What follows belongs to an exercise in optimizing a design on an open flow for small area; a production flow would make more cautious choices. Function was checked by simulation only, so behaviour that the tests miss may differ from the original. No activity file was given, so power comes from the tool's default toggle rates.

[flow/run.sh]
#!/bin/bash
# synth_recipe.tcl (not shown) runs the flow's synth.tcl, then flattens the netlist and writes it again
# the make line also repeats each setting of config.mk as NAME=value (left out here)
make -C /OpenROAD-flow-scripts/flow DESIGN_CONFIG=/design/flow/config.mk WORK_HOME=/design/flow/orfs CLKGATE_MAP_FILE= SYNTH_SCRIPT=/design/flow/synth_recipe.tcl finish
[flow/config.mk]
export PLATFORM = sky130hd
export DESIGN_NAME = cpu_operand_stack
export DESIGN_NICKNAME = cpu_operand_stack
export VERILOG_FILES = /design/flow/design.v
export SDC_FILE = /design/flow/constraint.sdc
export NUM_CORES = 4
export LEC_CHECK = 0
export CAP_MARGIN = 20
export CORE_MARGIN = 2
export CORE_UTILIZATION = 40
export SLEW_MARGIN = 20
[flow/constraint.sdc]
create_clock -name core_clock -period 10.0 [get_ports {clk}]
set_input_delay 2.0000 -clock core_clock [delete_from_list [all_inputs] [get_ports {clk}]]
set_output_delay 2.0000 -clock core_clock [all_outputs]
set_load 0.01 [all_outputs]
[flow/design.v]
`default_nettype none
package cpu_stack_pkg;
  localparam int STACK_TAG_W   = 3;
  localparam int STACK_VALUE_W = 32;
  localparam int STACK_WIDTH   = STACK_TAG_W + STACK_VALUE_W;   
  localparam int STACK_POP_W   = 11;
  localparam int STACK_DEPTH   = 64;
  typedef enum logic [STACK_TAG_W-1:0] {
    TAG_NONE  = 3'd0,
    TAG_INT   = 3'd1,
    TAG_ADDR  = 3'd2,
    TAG_RET   = 3'd3,
    TAG_FRAME = 3'd4,
    TAG_CONST = 3'd5
  } stack_tag_e;
  function automatic logic [STACK_WIDTH-1:0] stack_entry(
    input stack_tag_e                 tag,
    input logic [STACK_VALUE_W-1:0]   value
  );
    stack_entry = {tag, value};
  endfunction
  function automatic stack_tag_e stack_tag(input logic [STACK_WIDTH-1:0] entry);
    stack_tag = stack_tag_e'(entry[STACK_WIDTH-1 -: STACK_TAG_W]);
  endfunction
endpackage
`default_nettype wire
`default_nettype none
module cpu_operand_stack
#(
  parameter int WIDTH = cpu_stack_pkg::STACK_WIDTH,
  parameter int DEPTH = cpu_stack_pkg::STACK_DEPTH,
  parameter int TOPS  = 2,
  parameter int POP_W = cpu_stack_pkg::STACK_POP_W
) (
  input  logic                       clk,
  input  logic                       rst,
  input  logic                       st__pop,
  input  logic [POP_W-1:0]           st__to_pop,
  input  logic                       st__push,
  input  logic [WIDTH-1:0]           st__to_push,
  input  logic                       st__flush,
  input  logic                       st__err_clr,
  output logic [TOPS*WIDTH-1:0]      st__top,
  output logic [$clog2(DEPTH+1)-1:0] st__count,
  output logic                       st__empty,
  output logic                       st__full,
  output logic                       st__err_overflow,
  output logic                       st__err_underflow
);
  localparam int CNT_W  = $clog2(DEPTH+1);
  localparam int ADDR_W = (DEPTH > 1) ? $clog2(DEPTH) : 1;
  localparam int CMP_W  = (POP_W > CNT_W) ? POP_W : CNT_W;
  localparam logic [CNT_W-1:0] C_DEPTH = CNT_W'(DEPTH);
  logic [WIDTH-1:0] r_mem [DEPTH];
  logic [CNT_W-1:0] r_count;
  logic             r_err_overflow;
  logic             r_err_underflow;
  logic [CMP_W-1:0] w_pop_n;
  logic [CMP_W-1:0] w_count_ext;
  logic             w_underflow;
  logic [CNT_W-1:0] w_c1;
  logic             w_push_ok;
  logic             w_overflow;
  logic [CNT_W-1:0] w_next_count;
  always_comb begin
    w_pop_n      = st__pop ? CMP_W'(st__to_pop) : '0;
    w_count_ext  = CMP_W'(r_count);
    w_underflow  = (w_pop_n > w_count_ext);
    w_c1         = w_underflow ? '0 : (r_count - CNT_W'(w_pop_n));
    w_push_ok    = st__push && (w_c1 < C_DEPTH);
    w_overflow   = st__push && !w_push_ok;
    w_next_count = w_push_ok ? (w_c1 + CNT_W'(1)) : w_c1;
  end
  always_ff @(posedge clk or posedge rst) begin
    if (rst) begin
      r_count         <= '0;
      r_err_overflow  <= 1'b0;
      r_err_underflow <= 1'b0;
    end else begin
      if (st__flush) begin
        r_count <= '0;
      end else begin
        r_count <= w_next_count;
      end
      r_err_overflow  <= (r_err_overflow  & ~st__err_clr) | (w_overflow  & ~st__flush);
      r_err_underflow <= (r_err_underflow & ~st__err_clr) | (w_underflow & ~st__flush);
    end
  end
  always_ff @(posedge clk) begin
    if (!st__flush && w_push_ok) begin
      r_mem[w_c1[ADDR_W-1:0]] <= st__to_push;
    end
  end
  for (genvar k = 0; k < TOPS; k++) begin : g_top
    logic             w_valid;
    logic [CNT_W-1:0] w_idx;
    assign w_valid = (r_count > CNT_W'(k));
    assign w_idx   = r_count - CNT_W'(k + 1);
    assign st__top[k*WIDTH +: WIDTH] = w_valid ? r_mem[w_idx[ADDR_W-1:0]] : '0;
  end
  assign st__count         = r_count;
  assign st__empty         = (r_count == '0);
  assign st__full          = (r_count == C_DEPTH);
  assign st__err_overflow  = r_err_overflow;
  assign st__err_underflow = r_err_underflow;
endmodule
`default_nettype wire
==> reports/qor.yml <==
yosys_warnings: 1
clockBufferDepth: 3
layout_worst_path_cycle_share: 0.910
die_height_um: 517
synthDistinctLibCells: 74
netlist_instances: 5535
cts_max_level: 4
design_area_um2: 119000
synth.yosys.seq_area_share: 0.641
worstPathRequired_ns: 8.00
grt_max_degree: 122
drtIter0Drc: 9528
detailroute.via_count: 63700
crit_path_end_kind: "output port"
worstRegToRegCells: 12
final_period_minus_worst_setup_slack_ns: 9.10
postSynthAreaPerCell_um2: 19.0
tritoncts.num_buffers: 228
timing.fmax_mhz: 110
outcome: "timing/DRC/antenna clean"
drv_slew: 0
synthesis.nets: 5607
synth_top_area_frac: 0.639
antenna_violations_before_repair: 25
p_leak_nw: 36.3
combinationalPowerShare: 0.337
rows: 188
library_cell_occupying_the_most_area_in_the_post_synthesis_netlist: "sky130_fd_sc_hd__edfxtp_1"
internal-power_mw: 19.3
i_o_buffers: 132
rsz_0062_raised_after_global_routing: "no"
design.core.area_um2: 262000
post-place-ws_ns: 1.96
fin_nets: 5766
number_of_enable_type_register_cells_in_the_synthesized_netlist: 2240
maxCapViolations: 0
area_growth_syn_to_layout_pct: 13.2
critPathKind: "flip-flop to output port"
netlist_top_cells_area: "sky130_fd_sc_hd__edfxtp_1, sky130_fd_sc_hd__mux4_2, sky130_fd_sc_hd__nand2_1"
total_power_mw: 29.1
final_core_utilization: 0.455
postSynth.topFlopCell: "sky130_fd_sc_hd__edfxtp_1"
clk_pin_slew_ns: 0.06
global_route.overflow_total: 0
drive_above_1_share: 0.321
setup_violations: 0
fill_cells: 22200
whs_path_depth: 1
globalRouteTotalUtil: 0.271
final_hold_viol_count: 0
switching_share: 0.336
place.gp.congestion: 0.898
clkLatencyLatePin_ns: 0.89
routed_wire_length_per_instance_um: 38.6
tightest_slew_ns: 1.29
drt-vias-per-instance: 6.76
power-per-cell-area_nw_per_um2: 244
setup_slack_ns: 0.903
wirelength_um: 363000
cts_tree: "done"
worstPathArrival_ns: 7.10
critical_path.max_fanout: 40
p_switching_mw: 9.78
start_util: 0.402
holdBufCountCts: 0
hpwl_um: 212000
die_width_um: 517
final.setup.tns_ns: 0
sink_count_of_the_clock_tree: 2249
layout_common_cells: "sky130_fd_sc_hd__edfxtp_1, sky130_fd_sc_hd__mux4_2, sky130_fd_sc_hd__nand2_1, sky130_fd_sc_hd__clkbuf_16, sky130_fd_sc_hd__buf_4"
drc: 0
routed_antenna_nets: 0
post_cts_setup_repair_bufs: 0
synth_area_um2: 105000
die-area_um2: 267000
share_seq_of_total_power: 0.360
synth-async-reset-ratio: 0.00400
placedInstanceArea_um2: 111000
cts_root_buf: "sky130_fd_sc_hd__clkbuf_16"
number_of_cells_upsized_or_downsized_after_cts: 0
grt_pass1_wl_um: 500000
worst_clock_skew_ns: 0.0609
clock_power_share: 0.304
ys_seq_elements: 2249
design.portCount: 133
worst_case_vdd_ir_drop_mv: 0.270
critical_path.startpoint_type: "flip-flop"
holdCritPathClass: "flip-flop to flip-flop"
drt_pre_antenna_iters: 6
mostFrequentLayoutCell: "sky130_fd_sc_hd__edfxtp_1"
first_global_vias: 61800
timing.max_slew.rel_slack: 0.137
-- cell families after synthesis --
family | Yosys count | synth area share
AO/OA/AOI/OAI | 462 | 0.0286
XOR/XNOR | 14 | 0.00131
adder cells (fa/ha/maj) | 20 | 0.00245
buffers and inverters | 450 | 0.0212
flip-flops | 2249 | 0.641
multiplexers | 1261 | 0.261
AND/OR/NAND/NOR | 1079 | 0.0438
-- state kept, by name, indices dropped and copies added (netlist names) --
| signal | flops |
|---|---|
| r_err_underflow | 1 |
| r_mem | 2240 |
| r_err_overflow | 1 |
| r_count | 7 |
-- metrics by stage --
step                      instances  hold slack (ns)
after global placement         8976            0.506
after global routing           9411            0.535
final                          9414            0.517
after CTS                      9405            0.521
after floorplan                5535            0.544
after detailed placement       8979            0.499
-- power groups by stage --
stage	registers, mW	clock network (mW)	logic (mW)
final	10.5	8.84	9.80
after global routing	10.5	9.31	10.2
after CTS	10.5	8.95	9.75
after detailed placement	10.7	0	9.70
after global placement	10.7	0	9.71
after floorplan	10.6	0	5.71
-- per-layer routing --
metal | wire length, um | share of wire | GRT usage | vias up
met5 | 79 | 0.00022 | 0 | -
li1 | - | - | - | 23800
met3 | 46400 | 0.13 | 0.0742 | 756
met2 | 163000 | 0.45 | 0.402 | 4555
met4 | 17300 | 0.048 | 0.109 | 14
met1 | 137000 | 0.38 | 0.378 | 34500
-- worst max-delay path, cell delays in order, from the launching register on --
cell	delay, ns
sky130_fd_sc_hd__dfrtp_4	0.72
sky130_fd_sc_hd__inv_4	0.37
sky130_fd_sc_hd__ha_1	0.54
sky130_fd_sc_hd__a21boi_2	0.35
sky130_fd_sc_hd__xnor2_2	0.15
sky130_fd_sc_hd__buf_4	0.87
sky130_fd_sc_hd__nand2_2	0.88
sky130_fd_sc_hd__buf_4	0.58
sky130_fd_sc_hd__o22ai_1	0.50
sky130_fd_sc_hd__a221o_1	0.49
sky130_fd_sc_hd__clkdlybuf4s50_1	0.63
-- layout make-up --
cell class / instances / area [um^2] / share of cell area
tap: 3515 / 4400 / 0.0369
timing repair buffer: 357 / 3270 / 0.0275
multi-input combinational: 2836 / 36200 / 0.303
clock buffer: 279 / 5990 / 0.0503
clock inverter: 147 / 1700 / 0.0143
inverter: 22 / 87.6 / 0.000735
antenna: 9 / 22.5 / 0.000189
sequential: 2249 / 67500 / 0.567
-- cell usage after synthesis (all sizes together) (4+ instances only) --
cell	number
nor4	26
nand3	104
nor3b	4
a221o	35
nor2b	7
o221ai	24
nor2	137
nand2	661
mux4	1190
buf	304
nor3	56
o21ai	26
a211oi	9
a22oi	14
dfrtp	9
and2	5
xor2	6
ha	19
nand3b	4
edfxtp	2240
nand2b	4
and3	38
a21o	11
a31oi	55
mux2i	71
xnor2	8
o22ai	63
inv	19
o2111ai	12
or3	6
clkbuf	124
o31ai	4
o21a	4
nand4	16
a32oi	5
a21oi	178
-- final timing paths --
check	start	end	slack, ns
setup / recovery	r_count[1]	st__top[16]	0.90
hold / removal	r_err_overflow	r_err_overflow	0.52
setup reg to reg	r_count[0]	r_mem[35][28]	3.91
hold reg to reg	r_err_overflow	r_err_overflow	0.52
max in group asynchronous	rst	r_count[0]	8.07
min in group asynchronous	rst	r_err_overflow	1.46

## what the ideal ports hide
How much do the figures lean on ideal ports? The routed layout below was timed once more, with nothing changed but the port constraints. Step 1 sets driving cells, clkbuf_16 on the clock port and buf_2 on the other inputs (assumed; they add their load-dependent delay and slew). Step 2 adds t to the input delays and takes it off the output delays; t is the mean of the earliest and latest rising clock arrival at the registers after step 1. Input paths then give back, and output paths get back, about the clock's delay inside the block. Three values: ideal, step 1, step 2; two values: the first two.
t (ns): 0.972
slack for setup (ns): 0.903 / 0.804 / 1.776
worst register clock-pin slew, ns: 0.07 / 0.07
worst slew at a driven data input, ns: 0.31
After both steps this run still meets setup and hold. The setup slack of this run moves by -0.099 ns with the drivers and by +0.873 ns with both steps.
